Background: an optimization exercise with open tools, aiming at small area. Do not read the settings as production practice.

==> flow/design.v <==
module fir_mac_serial (
  input  logic               clk,
  input  logic               reset,
  input  logic               in_valid_i,
  output logic               in_ready_o,
  input  logic signed [15:0] in_data_i,
  input  logic               coef_we_i,
  input  logic [3:0]         coef_addr_i,
  input  logic signed [15:0] coef_data_i,
  output logic               coef_err_o,
  output logic               out_valid_o,
  output logic signed [15:0] out_data_o,
  output logic               busy_o
);
  localparam logic [2:0] S_INIT = 3'd0, S_IDLE = 3'd1, S_PEND = 3'd2,
                         S_COMP = 3'd3, S_OUTV = 3'd4;
  logic [2:0]   st;
  logic [7:0]   t;
  logic         cerr;
  logic [255:0] hq;
  logic [15:0]  xq [0:15];
  logic [20:0]  r;
  logic k15, thd, the, thf, t255;
  assign k15  = (t[3:0] == 4'hf);
  assign thd  = (t[7:4] == 4'hd);
  assign the  = (t[7:4] == 4'he);
  assign thf  = (t[7:4] == 4'hf);
  assign t255 = k15 && thf;
  logic init, idle, pend, hold, splice, wait_s, mac, comp, neg, outv;
  assign init   = (st == S_INIT);
  assign idle   = (st == S_IDLE);
  assign pend   = (st == S_PEND);
  assign hold   = pend && !the && !thf;
  assign splice = pend && the;
  assign wait_s = pend && thf;
  assign mac    = (st == S_COMP);
  assign comp   = mac && !thf;
  assign neg    = mac && thf;
  assign outv   = (st == S_OUTV);
  logic wr_ph, wr, acc;
  assign wr_ph      = thd && (t[3:0] == coef_addr_i);
  assign in_ready_o = idle && !the && !thf && (!coef_we_i || wr_ph);
  assign busy_o     = !in_ready_o;
  assign wr         = coef_we_i && in_ready_o;
  assign acc        = in_valid_i && in_ready_o;
  logic shift;
  logic [15:0] xo;
  logic [20:0] rm, add, sum;
  assign shift = comp && k15;
  assign rm    = (mac || hold) ? r : idle ? {{5{in_data_i[15]}}, in_data_i} : 21'd0;
  logic pol;
  assign pol   = mac && (thf ^ t[4]);
  assign xo    = ((mac && hq[0]) || splice) ? (xq[0] ^ {16{pol}}) :
                 {1'b0, wait_s, 14'd0};
  assign add   = {{5{xo[15]}}, xo};
  logic [16:0] cy;
  assign cy[0] = neg && hq[0];
  for (genvar b = 0; b < 16; b++) begin : g_add
    assign sum[b]  = rm[b] ^ add[b] ^ cy[b];
    assign cy[b+1] = (rm[b] & add[b]) | (rm[b] & cy[b]) | (add[b] & cy[b]);
  end
  assign sum[20:16] = rm[20:16] + add[20:16] + {4'd0, cy[16]};
  always_ff @(posedge clk) begin
    for (int q = 0; q < 255; q++) hq[q] <= hq[q+1];
    for (int m = 0; m < 15; m++) if (wr) hq[16*m+15] <= coef_data_i[(m+14)%16];
    hq[255] <= wr ? coef_data_i[13] : init ? (t == 8'd0) : hq[0];
    for (int s = 0; s < 15; s++) xq[s] <= xq[s+1];
    xq[15] <= ~((init || splice) ? r[15:0] : xq[0]);
    r <= shift ? {sum[20], sum[20:1]} : sum;
  end
  always_ff @(posedge clk or posedge reset) begin
    if (reset) begin
      st   <= S_INIT;
      t    <= 8'd16;
      cerr <= 1'b0;
    end else begin
      t    <= t + 8'd1;
      cerr <= coef_we_i && !in_ready_o;
      case (st)
        S_INIT: if (k15 && (t[7:4] == 4'h0)) st <= S_IDLE;
        S_IDLE: if (acc) st <= S_PEND;
        S_PEND: if (t255) st <= S_COMP;
        S_COMP: if (t255) st <= S_OUTV;
        default: st <= S_IDLE;
      endcase
    end
  end
  logic ovf;
  assign ovf         = !((&r[20:15]) || !(|r[20:15]));
  assign out_data_o  = {r[20], ovf ? {15{!r[20]}} : r[14:0]};
  assign out_valid_o = outv;
  assign coef_err_o  = cerr;
endmodule
module fir_q15 (
  input  logic               clk,
  input  logic               reset,
  input  logic               in_valid_i,
  output logic               in_ready_o,
  input  logic signed [15:0] in_data_i,
  input  logic               coef_we_i,
  input  logic [3:0]         coef_addr_i,
  input  logic signed [15:0] coef_data_i,
  output logic               coef_err_o,
  output logic               out_valid_o,
  output logic signed [15:0] out_data_o,
  output logic               busy_o
);
  fir_mac_serial u_fir (
    .clk(clk), .reset(reset),
    .in_valid_i(in_valid_i), .in_ready_o(in_ready_o), .in_data_i(in_data_i),
    .coef_we_i(coef_we_i), .coef_addr_i(coef_addr_i), .coef_data_i(coef_data_i),
    .coef_err_o(coef_err_o),
    .out_valid_o(out_valid_o), .out_data_o(out_data_o), .busy_o(busy_o)
  );
endmodule
clock: 10.0 ns
lec_check: 0
cap_margin: 20
core_margin: 2
core_utilization: 60
slew_margin: 20
standard.sh (not shown) runs the stock make flow with config.mk's settings and CLKGATE_MAP_FILE= SYNTH_SCRIPT=/design/flow/synth_recipe.tcl, a recipe that flattens the netlist after the stock synthesis.
==> flow/flow/run.sh <==
#!/bin/bash
# The standard layout, with the port buffers made from the smallest buffer cell
# and the clock tree built from fewer, larger sink clusters.
set -euo pipefail
export BUFFER_PORTS_ARGS="-buffer_cell sky130_fd_sc_hd__buf_1"
export CTS_ARGS="-sink_clustering_enable -repair_clock_nets -sink_clustering_size 20 -sink_clustering_max_diameter 60 -buf_list sky130_fd_sc_hd__clkbuf_8 -dont_use_dummy_load"
bash standard.sh > standard.log 2>&1
Change:
--- a/flow/design.v
+++ b/flow/design.v
@@ -47,10 +47,9 @@
   logic [15:0] xo;
   logic [20:0] rm, add, sum;
   assign shift = comp && k15;
-  assign rm    = (mac || hold) ? r : idle ? {{5{in_data_i[15]}}, in_data_i} : 21'd0;
-  logic pol;
-  assign pol   = mac && (thf ^ t[4]);
-  assign xo    = ((mac && hq[0]) || splice) ? (xq[0] ^ {16{pol}}) :
+  assign rm    = (mac || hold) ? r : 21'd0;
+  assign xo    = idle ? in_data_i :
+                 ((mac && hq[0]) || splice) ? (xq[0] ^ {16{neg}}) :
                  {1'b0, wait_s, 14'd0};
   assign add   = {{5{xo[15]}}, xo};
   logic [16:0] cy;
@@ -65,19 +64,19 @@
     for (int m = 0; m < 15; m++) if (wr) hq[16*m+15] <= coef_data_i[(m+14)%16];
     hq[255] <= wr ? coef_data_i[13] : init ? (t == 8'd0) : hq[0];
     for (int s = 0; s < 15; s++) xq[s] <= xq[s+1];
-    xq[15] <= ~((init || splice) ? r[15:0] : xq[0]);
+    xq[15] <= (init || splice) ? r[15:0] : xq[0];
     r <= shift ? {sum[20], sum[20:1]} : sum;
   end
   always_ff @(posedge clk or posedge reset) begin
     if (reset) begin
       st   <= S_INIT;
-      t    <= 8'd16;
+      t    <= 8'd0;
       cerr <= 1'b0;
     end else begin
       t    <= t + 8'd1;
       cerr <= coef_we_i && !in_ready_o;
       case (st)
-        S_INIT: if (k15 && (t[7:4] == 4'h0)) st <= S_IDLE;
+        S_INIT: if (t255) st <= S_IDLE;
         S_IDLE: if (acc) st <= S_PEND;
         S_PEND: if (t255) st <= S_COMP;
         S_COMP: if (t255) st <= S_OUTV;
@@ -87,7 +86,7 @@
   end
   logic ovf;
   assign ovf         = !((&r[20:15]) || !(|r[20:15]));
-  assign out_data_o  = {r[20], ovf ? {15{!r[20]}} : r[14:0]};
+  assign out_data_o  = ovf ? {r[20], {15{!r[20]}}} : r[15:0];
   assign out_valid_o = outv;
   assign coef_err_o  = cerr;
 endmodule
Critical path depth grows by 1.
Wire length goes up by a few percent.
Core utilization barely changes.
Setup slack degrades by 0.71 ns.
Synthesized area stays flat.
Maximum frequency goes down by a little under a tenth.
No run of this note included a check of the RTL's function; only the layout flow was run.

## what the ideal ports hide
Ports are ideal in the flow. The routed layouts listed here were re-timed in OpenROAD. Step 1: set_driving_cell puts a clkbuf_16 on clk and a buf_2 on each other input, an assumption about the parent block. Step 2, shift: input delay + t, output delay - t, t = (earliest + latest rising clock arrival at the registers) / 2. This alone moves slack from input paths to output paths. Slacks: ideal ports / drivers / drivers and shift; pairs: ideal ports / drivers.
run	shift t [ns]	setup slack, ns	hold WS [ns]	slew at the worst register clock pin (ns)
the first run	0.558	1.136 / 1.155 / 0.596	0.264 / 0.264 / 0.264	0.11 / 0.11
the second run	0.546	0.425 / 0.445 / -0.101	0.238 / 0.238 / 0.238	0.12 / 0.12
With both steps, setup timing fails in the second run, where it was met with ideal ports. The setup slack of the first run, which loses most, moves by +0.019 ns with the drivers and by -0.540 ns with both steps.
